This design comes from an exercise in tuning for a short achievable clock period and few clock cycles per item on the open sky130 flow, not from production work. The RTL was checked by simulation tests, not by an equivalence proof against the original design.

==> v2: inputs <==
## array_multiplier
module array_multiplier (
	input  logic        clk,
	input  logic        reset,
	input  logic        in_valid,
	input  logic [15:0] x,
	input  logic [15:0] y,
	output logic        product_valid,
	output logic [31:0] product
);
	logic [1:0] valid_pipe;
	always_ff @(posedge clk) begin
		if (reset) begin
			valid_pipe <= '0;
		end else begin
			valid_pipe <= {valid_pipe[0:0], in_valid};
		end
	end
	assign product_valid = valid_pipe[1];
	logic w_n32;
	logic w_n33;
	logic w_n34;
	logic w_n35;
	logic w_n36;
	logic w_n37;
	logic w_n38;
	logic w_n39;
	logic w_n40;
	logic w_n41;
	logic w_n42;
	logic w_n43;
	logic w_n44;
	logic w_n45;
	logic w_n46;
	logic w_n47;
	logic w_n48;
	logic w_n49;
	logic w_n50;
	logic w_n51;
	logic w_n52;
	logic w_n53;
	logic w_n54;
	logic w_n55;
	logic w_n56;
	logic w_n57;
	logic w_n58;
	logic w_n59;
	logic w_n60;
	logic w_n61;
	logic w_n62;
	logic w_n63;
	logic w_n64;
	logic w_n65;
	logic w_n66;
	logic w_n67;
	logic w_n68;
	logic w_n69;
	logic w_n70;
	logic w_n71;
	logic w_n72;
	logic w_n73;
	logic w_n74;
	logic w_n75;
	logic w_n76;
  ...
export LEC_CHECK = 0
export CAP_MARGIN = 20
export CORE_MARGIN = 2
export CORE_UTILIZATION = 40
export SETUP_SLACK_MARGIN = 3.5
export SLEW_MARGIN = 20
export SYNTH_HIERARCHICAL = 1
create_clock -name core_clock -period 6.0 [get_ports {clk}]
standard.sh (not shown) runs the stock make flow with config.mk's settings and CLKGATE_MAP_FILE= SYNTH_SCRIPT=/design/flow/synth_recipe.tcl, a recipe that flattens the netlist after the stock synthesis.
==> flow/flow/run.sh <==
#!/bin/bash
# The standard layout (standard.sh: the standard flow's synthesis and ORFS flow), with two
# changes to port buffering: buffer_ports puts sky130_fd_sc_hd__buf_4 on every
# input and output port instead of the cell it picks itself (a clkdlybuf4s50
# delay cell), and after global placement flow/inbuf.tcl makes the input
# ports' buffers buf_12, as each drives a wide fanout.  Timing repair may
# still resize them within the buf_* family.  make's full output goes to
# flow_make.log.
set -euo pipefail
bash standard.sh "BUFFER_PORTS_ARGS=-buffer_cell sky130_fd_sc_hd__buf_4" \
  "POST_GLOBAL_PLACE_TCL=$PWD/flow/inbuf.tcl" finish > flow_make.log 2>&1
==> flow/flow/inbuf.tcl <==
# POST_GLOBAL_PLACE hook: the buffers on the input ports each drive a wide
# fanout, so start them at buf_12 (timing repair may still resize them).
foreach bterm [[ord::get_db_block] getBTerms] {
  if { [$bterm getIoType] != "INPUT" } { continue }
  set net [$bterm getNet]
  if { $net == "NULL" } { continue }
  foreach iterm [$net getITerms] {
    set inst [$iterm getInst]
    if { [string match "sky130_fd_sc_hd__buf_*" [[$inst getMaster] getName]] } {
      replace_cell [$inst getName] sky130_fd_sc_hd__buf_12
    }
  }
}
==> inputs of v29, as changes to v2 <==
--- a/flow/config.mk
+++ b/flow/config.mk
@@ -10,3 +10,3 @@
 export CORE_UTILIZATION = 40
-export SETUP_SLACK_MARGIN = 3.5
+export SETUP_SLACK_MARGIN = 3.7
 export SLEW_MARGIN = 20
==> inputs of v33, as changes to v2 <==
==> flow/flow/run.sh (replaced) <==
#!/bin/bash
# The standard layout (standard.sh: the standard flow's synthesis and ORFS flow), with one
# change: the buffers that buffer_ports puts on every input and output port
# are sky130_fd_sc_hd__buf_4 instead of the cell buffer_ports picks itself
# (a clkdlybuf4s50 delay cell), so that timing repair can size them within
# the buf_* family.  make's full output goes to flow_make.log.
set -euo pipefail
bash standard.sh "BUFFER_PORTS_ARGS=-buffer_cell sky130_fd_sc_hd__buf_4" finish > flow_make.log 2>&1
removed: flow/flow/inbuf.tcl
==> summary.txt <==
quantity	v29	v2	v33
Vias in the first global route	10700	10300	10200
Placed standard-cell area	15700 um^2	14400 um^2	14000 um^2
Worst Path Arrival	1220 ps	1230 ps	2830 ps
Diodes inserted	0	0	1
NonClk Buf Share	0.115	0.0633	0.0450
Crit path capture type	output port	output port	register
PnR worst setup slack	3580 ps	3570 ps	3540 ps
Worst min-delay path endpoint	r2_n1619	r2_n1621	r2_n1621
Count of cells resized by post-cts repair	60	4	4
Crit path capture	product[18]	product[20]	r1_n1458
Metal-1 WL	17200 um	16200 um	16000 um
Kind of launch point of the worst setup path	register	register	input port
Number of filler instances in the final layout	2793	3193	3221
Wirelength per Cell	15.5 um	13.9 um	14.0 um
Buffers outside the clock class	174	74	82
Met2 WL post-DR	18400 um	15000 um	15400 um
Startpoint of the worst register-to-register path	r1_n945	r1_n955	r1_n714
Status	finished clean	finished clean	finished clean
Maximum achievable frequency	413 MHz	412 MHz	406 MHz
Testbench counts of v2, summed over its fixed seeds: cycles 6,392, products 3,200.
Testbench counts of v29, summed over its fixed seeds: cycles 6,392, products 3,200.
Testbench counts of v33, summed over its fixed seeds: cycles 6,392, products 3,200.

-- what the ideal ports hide --
How much do the figures lean on ideal ports? The routed layouts below were timed once more, with nothing changed but the port constraints.
Step 1 (the two cells are an assumption about what drives the block):
set clk [get_ports {clk}]
set_driving_cell -lib_cell sky130_fd_sc_hd__clkbuf_16 $clk
set_driving_cell -lib_cell sky130_fd_sc_hd__buf_2 [delete_from_list [all_inputs] $clk]
Step 2 also shifts input and output timing later by t, the mid clock arrival at the registers, as if the neighbouring blocks saw the same clock.
Three values: no drivers, after step 1, after step 2; two values: the first two.
run	t, ns	slack for setup (ns)	worst setup path at the end
v2	0.559	3.571 / 3.523 / 3.037	input to register
v29	0.567	3.576 / 3.526 / 3.048	input to register
v33	0.550	3.539 / 3.545 / 3.011	input to register
After both steps every run listed still meets setup and hold. The setup slack of v2, which loses most, moves by -0.048 ns with the drivers and by -0.534 ns with both steps.
